This design comes from an exercise in tuning for small area on the open sky130 flow, not from production work. RTL that was checked went through simulation tests only; none was proved equivalent to the original.

Setup of the baseline:
==> module ir_stage, before the edit <==
module ir_stage (
  input  logic               clk_i,
  input  logic               rst_ni,
  input  logic               ir_flush_i,
  input  ir_pkg::lane_mask_t us_valid_i,
  input  ir_pkg::pc_t        us_pc0_i,
  input  ir_pkg::pc_t        us_pc1_i,
  input  ir_pkg::instr_t     us_instr0_i,
  input  ir_pkg::instr_t     us_instr1_i,
  output ir_pkg::lane_mask_t ir_rdy_o,
  output ir_pkg::reg_addr_t  rf_raddr_p0_0_o,
  output ir_pkg::reg_addr_t  rf_raddr_p0_1_o,
  output ir_pkg::reg_addr_t  rf_raddr_p1_0_o,
  output ir_pkg::reg_addr_t  rf_raddr_p1_1_o,
  input  ir_pkg::xlen_t      rf_rdata_p0_0_i,
  input  ir_pkg::xlen_t      rf_rdata_p0_1_i,
  input  ir_pkg::xlen_t      rf_rdata_p1_0_i,
  input  ir_pkg::xlen_t      rf_rdata_p1_1_i,
  input  ir_pkg::reg_addr_t  rf_waddr0_i,
  input  ir_pkg::xlen_t      rf_wdata0_i,
  input  logic               rf_we0_i,
  input  ir_pkg::reg_addr_t  rf_waddr1_i,
  input  ir_pkg::xlen_t      rf_wdata1_i,
  input  logic               rf_we1_i,
  input  ir_pkg::reg_addr_t  rf_waddr2_i,
  input  ir_pkg::xlen_t      rf_wdata2_i,
  input  logic               rf_we2_i,
  input  ir_pkg::lane_mask_t ds_rdy_i,
  output ir_pkg::lane_mask_t ir_valid_o,
  output logic               ira_is0_o,
  output ir_pkg::pc_t        ira_pc_o,
  output ir_pkg::reg_addr_t  ira_rs1_o,
  output ir_pkg::reg_addr_t  ira_rs2_o,
  output ir_pkg::reg_addr_t  ira_rd_o,
  output logic               ira_rd_we_o,
  output ir_pkg::op_class_e  ira_class_o,
  output ir_pkg::pc_t        irb_pc_o,
  output ir_pkg::reg_addr_t  irb_rs1_o,
  output ir_pkg::reg_addr_t  irb_rs2_o,
  output ir_pkg::reg_addr_t  irb_rd_o,
  output logic               irb_rd_we_o,
  output ir_pkg::op_class_e  irb_class_o,
  output ir_pkg::xlen_t      ira_op0_o,
  output ir_pkg::xlen_t      ira_op1_o,
  output ir_pkg::xlen_t      irb_op0_o,
  output ir_pkg::xlen_t      irb_op1_o
);
  localparam int unsigned DW = ir_pkg::ir_dec_w - 1;   
  ir_pkg::reg_addr_t rs1_0, rs2_0, rd_0, rs1_1, rs2_1, rd_1;
  ir_pkg::op_class_e class_0, class_1;
  logic [DW-1:0]     in0, in1;
  logic [DW-1:0]     f_q [2];    
  logic [DW-1:0]     o_q [2];    
  logic [1:0]        fv_q;       
  logic [1:0]        ov_q;       
  logic              fwp_q;      
  logic              mp_q;       
  logic              orp_q;      
  logic [1:0]        acc, take, acc_e, take_e, move_e;
  ir_field_decoder u_dec0 (
    .instr_i    (us_instr0_i),
    .rs1_o      (rs1_0),
    .rs2_o      (rs2_0),
    .rd_o       (rd_0),
    .rd_we_o    (),
    .op_class_o (class_0)
  );
  ir_field_decoder u_dec1 (
    .instr_i    (us_instr1_i),
    .rs1_o      (rs1_1),
    .rs2_o      (rs2_1),
    .rd_o       (rd_1),
    .rd_we_o    (),
    .op_class_o (class_1)
  );
  assign in0 = {us_pc0_i, rs1_0, rs2_0, rd_0, class_0};
  assign in1 = {us_pc1_i, rs1_1, rs2_1, rd_1, class_1};
  assign ir_rdy_o   = {~|fv_q, ~&fv_q};
  assign ir_valid_o = {&ov_q, |ov_q};
  assign ira_is0_o  = ~orp_q;
  assign acc  = us_valid_i & ir_rdy_o;
  assign take = ds_rdy_i & ir_valid_o;
  assign acc_e[0]  = fwp_q ? acc[1] : acc[0];
  assign acc_e[1]  = fwp_q ? acc[0] : acc[1];
  assign take_e[0] = orp_q ? take[1] : take[0];
  assign take_e[1] = orp_q ? take[0] : take[1];
  assign move_e    = fv_q & ~ov_q;
  always_ff @(posedge clk_i or negedge rst_ni) begin
    if (!rst_ni) begin
      fv_q  <= 2'b00;
      ov_q  <= 2'b00;
      fwp_q <= 1'b0;
      mp_q  <= 1'b0;
      orp_q <= 1'b0;
    end else if (ir_flush_i) begin
      fv_q  <= 2'b00;
      ov_q  <= 2'b00;
      fwp_q <= 1'b0;
      mp_q  <= 1'b0;
      orp_q <= 1'b0;
    end else begin
      fv_q  <= (fv_q & ~move_e) | acc_e;
      ov_q  <= (ov_q & ~take_e) | move_e;
      fwp_q <= fwp_q ^ acc[0] ^ acc[1];
      mp_q  <= mp_q ^ move_e[0] ^ move_e[1];
      orp_q <= orp_q ^ take[0] ^ take[1];
    end
  end
  logic [1:0] fv_d, kp_q, ld0_q, ld1_q;
  logic       fwp_d;
  assign fv_d  = ir_flush_i ? 2'b00 : (fv_q & ~move_e) | acc_e;
  assign fwp_d = ~ir_flush_i & (fwp_q ^ acc[0] ^ acc[1]);
  always_ff @(posedge clk_i or negedge rst_ni) begin
    if (!rst_ni) begin
      kp_q  <= 2'b00;
      ld0_q <= 2'b01;
      ld1_q <= 2'b10;
    end else begin
      kp_q  <= fv_d;
      ld0_q <= ~fv_d & {fwp_d, ~fwp_d};
      ld1_q <= ~fv_d & {~fwp_d, fwp_d};
    end
  end
  always_ff @(posedge clk_i) begin
    for (int e = 0; e < 2; e++) begin
      f_q[e] <= ({DW{ld0_q[e]}} & in0) | ({DW{ld1_q[e]}} & in1) | ({DW{kp_q[e]}} & f_q[e]);
    end
    if (!ov_q[0]) o_q[0] <= f_q[0];
    if (!ov_q[1]) o_q[1] <= f_q[1];
  end
  assign {ira_pc_o, ira_rs1_o, ira_rs2_o, ira_rd_o, ira_class_o} = o_q[0];
  assign {irb_pc_o, irb_rs1_o, irb_rs2_o, irb_rd_o, irb_class_o} = o_q[1];
  assign ira_rd_we_o = |ira_rd_o;
  assign irb_rd_we_o = |irb_rd_o;
  logic [9:0] f_old, f_sec, p0, p1;
  assign f_old = mp_q ? {f_q[1][DW-33 -: 10]} : {f_q[0][DW-33 -: 10]};
  assign f_sec = mp_q ? {f_q[0][DW-33 -: 10]} : {f_q[1][DW-33 -: 10]};
  assign p0    = &ov_q ? {ira_rs1_o, ira_rs2_o} : f_old;
  assign p1    = ~|ov_q ? f_sec : (ov_q[1] ? {irb_rs1_o, irb_rs2_o} : {ira_rs1_o, ira_rs2_o});
  assign {rf_raddr_p0_0_o, rf_raddr_p0_1_o} = p0;
  assign {rf_raddr_p1_0_o, rf_raddr_p1_1_o} = p1;
  assign ira_op0_o = ov_q[1] ? rf_rdata_p0_0_i : rf_rdata_p1_0_i;
  assign ira_op1_o = ov_q[1] ? rf_rdata_p0_1_i : rf_rdata_p1_1_i;
  assign irb_op0_o = rf_rdata_p1_0_i;
  assign irb_op1_o = rf_rdata_p1_1_i;
endmodule
Settings: LEC_CHECK=0, CAP_MARGIN=20, CORE_AREA=2 2 318 88, DIE_AREA=0 0 320 90, PLACE_DENSITY=0.6, SLEW_MARGIN=20; clock period 5.0 ns.
run.sh (not shown) runs the stock make flow with config.mk's settings and CLKGATE_MAP_FILE= SYNTH_SCRIPT=/design/flow/synth_recipe.tcl, a recipe that flattens the netlist after the stock synthesis.
diff inputs: the baseline => the candidate
--- a/flow/design.v
+++ b/flow/design.v
@@ -187,27 +187,11 @@
       mp_q  <= mp_q ^ move_e[0] ^ move_e[1];
       orp_q <= orp_q ^ take[0] ^ take[1];
     end
   end
-  logic [1:0] fv_d, kp_q, ld0_q, ld1_q;
-  logic       fwp_d;
-  assign fv_d  = ir_flush_i ? 2'b00 : (fv_q & ~move_e) | acc_e;
-  assign fwp_d = ~ir_flush_i & (fwp_q ^ acc[0] ^ acc[1]);
-  always_ff @(posedge clk_i or negedge rst_ni) begin
-    if (!rst_ni) begin
-      kp_q  <= 2'b00;
-      ld0_q <= 2'b01;
-      ld1_q <= 2'b10;
-    end else begin
-      kp_q  <= fv_d;
-      ld0_q <= ~fv_d & {fwp_d, ~fwp_d};
-      ld1_q <= ~fv_d & {~fwp_d, fwp_d};
-    end
-  end
   always_ff @(posedge clk_i) begin
-    for (int e = 0; e < 2; e++) begin
-      f_q[e] <= ({DW{ld0_q[e]}} & in0) | ({DW{ld1_q[e]}} & in1) | ({DW{kp_q[e]}} & f_q[e]);
-    end
+    if (!fv_q[0]) f_q[0] <= fwp_q ? in1 : in0;
+    if (!fv_q[1]) f_q[1] <= fwp_q ? in0 : in1;
     if (!ov_q[0]) o_q[0] <= f_q[0];
     if (!ov_q[1]) o_q[1] <= f_q[1];
   end
   assign {ira_pc_o, ira_rs1_o, ira_rs2_o, ira_rd_o, ira_class_o} = o_q[0];
--- outcome ---
Vias: the candidate below the baseline. Against the baseline, the final cell area of the candidate is higher. The candidate supports a lower top clock frequency than the baseline. Number of buffer and inverter instances along the worst setup path: the candidate vs the baseline down 2. Changes observed in the candidate relative to the baseline: depth of the most critical reg-to-reg path moved down, minimum setup slack in the final design moved down. Re residual overflow from global routing: no difference whatsoever between the baseline and the candidate. The run showing the greater post-route minimum period is the candidate. Max count of clock-buffer cells in the layout across the candidate and the baseline: the candidate. Changes observed in the candidate relative to the baseline: wire length of the first global-routing pass moved down; placed wire-length estimate picked up an extra 1400 microns.
For the candidate, only the layout was checked, not whether the RTL still works.

## port drivers added, routing unchanged
No port has a modelled driver above. Below, the same layouts with a new extraction and two added sets of constraints.
Step 1 (the two cells are an assumption about what drives the block):
set clk [get_ports {clk_i}]
set_driving_cell -lib_cell sky130_fd_sc_hd__clkbuf_16 $clk
set_driving_cell -lib_cell sky130_fd_sc_hd__buf_2 [delete_from_list [all_inputs] $clk]
Step 2 moves the port delays by t, midway between the first and last clock arrival at a register: inputs arrive t later, outputs are due t later. That takes back most of the time a late clock gives input paths.
Slacks: ideal / step 1 / step 2; pairs: ideal / step 1.
run | shift t [ns] | setup WS [ns] | worst setup path at the end | slew at the worst register clock pin (ns)
the baseline | 0.537 | 1.325 / 1.284 / 1.682 | input to register | 0.07 / 0.07
the candidate | 0.530 | 1.179 / 1.149 / 1.635 | input to output | 0.08 / 0.08
After both steps setup and hold are still met in every run listed.
